Context: an optimization exercise on an open-source flow, tuned for small area. The choices shown serve that exercise and are no tape-out recipe.
In this exercise RTL edits were held to simulation tests only and were not proved equivalent to the original.
Power is estimated from default activity; no workload was simulated.

===== flow/design.v =====
package icache_pkg;
   localparam logic [1:0] S_IDLE = 2'd0;
   localparam logic [1:0] S_MISS = 2'd1;
   localparam logic [1:0] S_RESP = 2'd2;
endpackage
import icache_pkg::*;
module icache_victim_sel
#(
   parameter int WAYS  = 2,
   parameter int WAY_W = (WAYS > 1) ? $clog2(WAYS) : 1
) (
   input  logic [WAYS-1:0]  valid_i,
   input  logic [WAY_W-1:0] ptr_i,
   output logic [WAY_W-1:0] way_o,
   output logic             evict_o
);
   always_comb begin
      way_o   = ptr_i;
      evict_o = 1'b1;
      for (int w = WAYS - 1; w >= 0; w--) begin
         if (!valid_i[w]) begin
            way_o   = WAY_W'(w);
            evict_o = 1'b0;
         end
      end
      if (WAYS == 1) way_o = '0;
   end
endmodule
import icache_pkg::*;
module icache_sa
#(
   parameter int ADDR_W     = 32,
   parameter int LINE_BYTES = 16,
   parameter int SETS       = 4,
   parameter int WAYS       = 4,
   parameter int CNT_W      = 16
) (
   input  logic                                clk,
   input  logic                                reset,
   input  logic                                flush_i,
   input  logic                                cpu_req,
   input  logic [ADDR_W-1:0]                   cpu_addr,
   output logic [31:0]                         cpu_rdata,
   output logic                                cpu_valid,
   output logic                                cpu_stall,
   output logic                                mem_req,
   output logic [ADDR_W-$clog2(LINE_BYTES)-1:0] mem_addr,
   input  logic [LINE_BYTES*8-1:0]             mem_rdata,
   input  logic                                mem_ready,
   output logic [CNT_W-1:0]                    hit_cnt_o,
   output logic [CNT_W-1:0]                    miss_cnt_o
);
   localparam int OFF_W  = $clog2(LINE_BYTES);
   localparam int IDX_W  = $clog2(SETS);
   localparam int TAG_W  = ADDR_W - OFF_W - IDX_W;
   localparam int WAY_W  = (WAYS > 1) ? $clog2(WAYS) : 1;
   localparam int WPL    = LINE_BYTES / 4;
   localparam int WS_W   = (WPL > 1) ? $clog2(WPL) : 1;
   localparam int LINE_W = LINE_BYTES * 8;
   localparam int LINES  = SETS * WAYS;
   localparam int LN_W   = IDX_W + WAY_W;
   logic [IDX_W-1:0] a_idx;
   logic [TAG_W-1:0] a_tag;
   logic [WS_W-1:0]  a_ws;
   assign a_idx = cpu_addr[OFF_W +: IDX_W];
   assign a_tag = cpu_addr[ADDR_W-1 -: TAG_W];
   assign a_ws  = WS_W'(cpu_addr[OFF_W-1:0] >> 2);
   logic [LINES-1:0]           valid_q;
   logic [SETS-1:0][WAY_W-1:0] ptr_q;
   logic [TAG_W-1:0]           tags_q [LINES];
   logic [LINE_W-1:0]          data_q [LINES];
   logic             miss_q, resp_q, drop_q, cvalid_q;
   logic [IDX_W-1:0] lat_idx_q;
   logic [TAG_W-1:0] lat_tag_q;
   logic [WS_W-1:0]  lat_ws_q;
   logic [WAY_W-1:0] vic_way_q;
   logic             evict_q;
   logic [LN_W-1:0]  rline_q;
   logic [WS_W-1:0]  rws_q;
   logic [CNT_W-1:0] hit_cnt_q, miss_cnt_q;
   logic [WAYS-1:0]  match;
   logic [WAY_W-1:0] hit_way;
   logic             hit;
   always_comb begin
      hit_way = '0;
      for (int w = 0; w < WAYS; w++) begin
         match[w] = valid_q[a_idx*WAYS + w] && (tags_q[a_idx*WAYS + w] == a_tag);
         if (match[w]) hit_way = hit_way | WAY_W'(w);
      end
   end
   assign hit = |match;
   logic [WAY_W-1:0] vic_way;
   logic             evict;
   icache_victim_sel #(.WAYS(WAYS), .WAY_W(WAY_W)) u_vsel (
      .valid_i (valid_q[a_idx*WAYS +: WAYS]),
      .ptr_i   (ptr_q[a_idx]),
      .way_o   (vic_way),
      .evict_o (evict)
   );
   logic idle, accept, do_hit, do_miss, install;
   assign idle    = !miss_q && !resp_q;
   assign accept  = idle && cpu_req && !flush_i;
   assign do_hit  = accept && hit;
   assign do_miss = accept && !hit;
   assign install = miss_q && mem_ready && !drop_q && !flush_i;
   always_ff @(posedge clk) begin
      if (reset) begin
         miss_q     <= 1'b0;
         resp_q     <= 1'b0;
         drop_q     <= 1'b0;
         cvalid_q   <= 1'b0;
         valid_q    <= '0;
         ptr_q      <= '0;
         hit_cnt_q  <= '0;
         miss_cnt_q <= '0;
      end else begin
         miss_q   <= do_miss || (miss_q && !mem_ready);
         resp_q   <= install;
         drop_q   <= miss_q && !mem_ready && (drop_q || flush_i);
         cvalid_q <= do_hit || install;
         if (do_hit && ~&hit_cnt_q) hit_cnt_q <= hit_cnt_q + 1'b1;
         if (do_miss && ~&miss_cnt_q) miss_cnt_q <= miss_cnt_q + 1'b1;
         if (flush_i) begin
            valid_q <= '0;
         end else if (install) begin
            valid_q[lat_idx_q*WAYS + vic_way_q] <= 1'b1;
            if (evict_q) ptr_q[lat_idx_q] <= vic_way_q + 1'b1;
         end
      end
   end
   always_ff @(posedge clk) begin
      if (idle) begin
         lat_idx_q <= a_idx;
         lat_tag_q <= a_tag;
         lat_ws_q  <= a_ws;
         vic_way_q <= vic_way;
         evict_q   <= evict;
      end
   end
   always_ff @(posedge clk) begin
      if (miss_q) begin
         rline_q <= {lat_idx_q, vic_way_q};
         rws_q   <= lat_ws_q;
      end else begin
         rline_q <= {a_idx, hit_way};
         rws_q   <= a_ws;
      end
   end
   logic [LN_W-1:0]  vline;
   logic [LINES-1:0] clr, wr;
   assign vline = {lat_idx_q, vic_way_q};
   always_comb begin
      for (int l = 0; l < LINES; l++) begin
         clr[l] = miss_q && (vline == LN_W'(l));
         wr[l]  = install && (vline == LN_W'(l));
      end
   end
   always_ff @(posedge clk) begin
      for (int l = 0; l < LINES; l++) begin
         tags_q[l] <= (tags_q[l] & {TAG_W{!clr[l]}}) | (lat_tag_q & {TAG_W{wr[l]}});
         data_q[l] <= (data_q[l] & {LINE_W{!clr[l]}}) | (mem_rdata & {LINE_W{wr[l]}});
      end
   end
   assign cpu_rdata  = data_q[rline_q][32*rws_q +: 32];
   assign cpu_valid  = cvalid_q;
   assign cpu_stall  = !idle || (cpu_req && (flush_i || !hit));
   assign mem_req    = miss_q;
   assign mem_addr   = {lat_tag_q, lat_idx_q};
   assign hit_cnt_o  = hit_cnt_q;
   assign miss_cnt_o = miss_cnt_q;
endmodule

===== flow/run.sh =====
#!/bin/bash
# synth_recipe.tcl (not shown) runs the flow's synth.tcl, then flattens the netlist and writes it again
# the make line also repeats each setting of config.mk as NAME=value (left out here)
make -C /OpenROAD-flow-scripts/flow DESIGN_CONFIG=/design/flow/config.mk WORK_HOME=/design/flow/orfs CLKGATE_MAP_FILE= SYNTH_SCRIPT=/design/flow/synth_recipe.tcl finish

===== flow/config.mk =====
export PLATFORM = sky130hd
export DESIGN_NAME = icache_sa
export DESIGN_NICKNAME = icache_sa
export VERILOG_FILES = /design/flow/design.v
export SDC_FILE = /design/flow/constraint.sdc
export NUM_CORES = 4
export LEC_CHECK = 0
export CAP_MARGIN = 20
export CORE_MARGIN = 2
export CORE_UTILIZATION = 60
export CTS_BUF_LIST = sky130_fd_sc_hd__clkbuf_4 sky130_fd_sc_hd__clkbuf_8
export CTS_CLUSTER_SIZE = 30
export PLACE_DENSITY = 0.7
export SLEW_MARGIN = 20

===== flow/constraint.sdc =====
create_clock -name core_clock -period 6.0 [get_ports {clk}]
set_input_delay 1.2000 -clock core_clock [delete_from_list [all_inputs] [get_ports {clk}]]
set_output_delay 1.2000 -clock core_clock [all_outputs]
set_load 0.01 [all_outputs]

==> run_results.csv <==
group,metric,value,unit
clock_tree,clk_pin_slew,70,ps
yosys,synth_cell_types,63,
detailed_routing,ant_nets,0,
pwr,netSwitchingFraction,24.8,%
final_layout,final_common_cell,"a22o_1",
outcome,outcome,"no timing/DRC/antenna violations",
clock_tree,clk-insertion-delay-late,1100,ps
yosys,syn_area,94800,sq um
pwr,power_frac_seq,49.8,%
yosys,syn_inst,8472,
worst_setup_path,start_kind,"flip-flop",
pwr,intPower,0.0280,W
place,place.gp.congestion,0.929,
pwr,power,0.0373,W
detailed_routing,dr.pass1.iters,7,
die,fp.dieH,402,um
sta,timing.fmax,168,MHz
final_layout,seq_area,51700,sq um
die,ios,260,
sta,rsz0062_at_grt,"no",
detailed_routing,postRouteWirelength,384000,um
clock_tree,cts_hold_buf,0,
worst_setup_path,worstSetupPathType,"reg2out",
die,die_x,402,um
clock_tree,cts_buffers,410,
global_routing,grt_max_degree,113,
final_layout,final_cell_mix,"a22o_1, dfxtp_1, a22oi_1",
yosys,avgSynthCellArea,11.2,sq um
clock_tree,cts_tree,"yes",
clock_tree,cts.sinks,2563,
detailed_routing,avgViaCountPerCell,7.79,
sta,skew,83.6,ps
final_layout,multi_input_comb_area,39000,sq um
sta,setup_total_negative_slack,0,ps
sta,tightestPinTransition,1250,ps
final_layout,stdcell_count,10700,
detailed_routing,drc_errors,0,
yosys,syn-num-nets,8653,
pwr,power.share.clock,42.7,%
yosys,synth_edf_count,33,
pwr,p_sw,0.00923,W
pwr,p_comb_share,7.6,%
pwr,p_leak,41.6,nW
worst_setup_path,endpoint_kind,"output pin",
yosys,yosysSeqAreaShare,54.4,%
sta,maxSlewHeadroom,17.0,%
flow_run,drv_cap,0,
place,dp_hpwl,202000,um
yosys,synth-async-reset-ratio,0,%
yosys,ys_warn_count,4,
worst_setup_path,cp.arrival,4750,ps
clock_tree,cts_max_path_buffers,4,
detailed_routing,num_vias,83000,
pwr,powerDensity,344,nW/um^2
global_routing,grt.total_usage,45.7,%
min_path,holdCritPathClass,"reg2reg",
die,initial_core_util,60.6,%
sta,setup_viol,0,
global_routing,antenna_found_initial,49,
pwr,ir_drop,0.271,mV
final_layout,nFillCells,11500,
detailed_routing,wl_per_cell,36.0,um
yosys,synth_seq_cells,2563,
global_routing,grt_pass1_vias,79600,
die,num_rows,145,
die,core_area,157000,sq um
final_layout,area_delta_synth_final,14.2,%
final_layout,drive_above_1_share,14.3,%
sta,post-route-period-util,99.2,%
worst_setup_path,crit_fanout,36,
global_routing,grt_pass1_wl,556000,um
worst_setup_path,required,4800,ps
clock_tree,cts_max_level,5,
global_routing,overflow,0,
yosys,synth_ff_type,"dfxtp_1",
sta,min_period,5950,ps
final_layout,nets,8461,
detailed_routing,drt_iter0_drc,12900,
sta,hold_viol,0,
sta,finalMaxSlewViolations,0,
die,dieArea,161000,sq um
place,numPortBuffers,257,
clock_tree,root_buffer,"clkbuf_8",
place,dp.cells,9903,
-- cells by family (layout without fill, tap and decap cells) --
family	Yosys count	count (layout)	synth area share [%]
multiplexers	175	175	2.94
XOR/XNOR	89	89	0.822
buffers and inverters	1212	1316	4.90
adder cells (fa/ha/maj)	16	16	0.211
flip-flops	2563	2563	54.4
AO/OA/AOI/OAI	3827	3827	33.3
other	0	26	0
AND/OR/NAND/NOR	590	590	3.33
-- what timing repair did --
action	4_1_cts	5_1_grt
pin swaps	9	1
cloned	2	0
buffers inserted	20	0
resized for setup	13	18
setup endpoints to repair	32	32
-- area by class of cell --
type                            count  share of cell area, %
Clock buffer                      642                   7.41
Sequential cell                  2563                   47.7
Timing Repair Buffer              591                   5.83
Antenna cell                       26                 0.0601
Clock inverter                     66                  0.528
Multi-Input combinational cell   4697                   36.0
Tap cell                         2058                   2.38
Inverter                           17                 0.0589
-- cell usage after synthesis (45+ instances only) --
cell type / count / share of area, %
a22oi_1: 641 / 5.1
o21ai_0: 49 / 0.26
mux2i_1: 70 / 0.74
buf_1: 271 / 1.1
nand2_1: 45 / 0.18
clkbuf_1: 892 / 3.5
a21oi_1: 164 / 0.87
a22o_1: 2594 / 24
dfxtp_1: 2530 / 53
mux4_2: 80 / 1.9
nand3_1: 170 / 0.90
a221oi_1: 129 / 1.2
nor2_1: 88 / 0.35
xnor2_1: 88 / 0.81
o22ai_1: 77 / 0.51
nand4_1: 157 / 1.0
o221ai_1: 66 / 0.61
-- state kept, by name, summed over array words and instances, names as in the netlist, 2 cells and up --
register and cells:
data_q 2048, tags_q 416, lat_tag_q 26, hit_cnt_q 16, miss_cnt_q 16, valid_q 16
ptr_q 8, rline_q 4, lat_idx_q 2, lat_ws_q 2, rws_q 2, vic_way_q 2
-- critical path: stages (launching register included) --
cell	delay (ps)
dfxtp_2	490
nand2_1	280
nor3_2	250
buf_12	380
buf_4	430
a22oi_1	160
nand4_1	170
o221ai_1	230
o21ai_1	490
o21a_1	200
clkdlybuf4s50_1	600
-- worst paths after layout --
path / slack [ps] / endpoint / startpoint / cells past startpoint
max reg2reg: 1960 / data_q[2][89]$_DFF_P_ / lat_idx_q[0]$_DFFE_PP_ / 6
max: 50 / cpu_rdata[11] / rline_q[1]$_DFF_P_ / 10
min reg2reg: 470 / tags_q[10][17]$_DFF_P_ / tags_q[10][17]$_DFF_P_ / 1
min: 470 / tags_q[10][17]$_DFF_P_ / tags_q[10][17]$_DFF_P_ / 1
-- stage by stage --
step / instance area, sq um / setup slack, ps / utilization [%] / hold slack, ps
floorplan: 94800 / 954 / - / 429
global placement: 99200 / 86.2 / 63.4 / 443
detailed placement: 99300 / 67.3 / 63.4 / 449
CTS: 108000 / 1.10 / 69.1 / 470
global route: 108000 / 22.9 / 69.2 / 478
finish: 108000 / 47.4 / 69.2 / 468
-- power by group through the flow --
stage | clock (W) | sequential (W) | combinational (W)
after floorplan | 0 | 0.0186 | 0.00172
after global placement | 0 | 0.0188 | 0.00261
after detailed placement | 0 | 0.0188 | 0.00266
after CTS | 0.0158 | 0.0185 | 0.00271
after global routing | 0.0166 | 0.0186 | 0.00292
final | 0.0159 | 0.0185 | 0.00282
-- per-layer routing --
metal	share of wire, %	GRT usage (%)
met4	5.9	24.2
met2	42	65.8
met5	0.064	0
met3	16	14.8
met1	37	61.1

-- afterwards: timing with drivers on the ports --
The results above use ideal ports. As a check the final layout listed here was re-extracted and re-timed, cells and wires unchanged. Step 1, drivers: a clkbuf_16 drives clk and a buf_2 each remaining input, both assumed. Step 2 times the ports against the registers' clock, not the clock port: input delays grow and output delays shrink by t, the midpoint of the rising clock arrivals with the driver on. Slacks: ideal / step 1 / step 2; pairs: ideal / step 1.
shift t [ns]: 1.147
setup WS [ns]: 0.047 / -0.046 / 0.074
clock arrival spread, ns: 0.086 / 0.085
slew at the worst register clock pin (ns): 0.07 / 0.07
worst data-port slew with drivers (ns): 0.23
After both steps this run still meets setup and hold. The setup slack of this run moves by -0.093 ns with the drivers and by +0.027 ns with both steps.
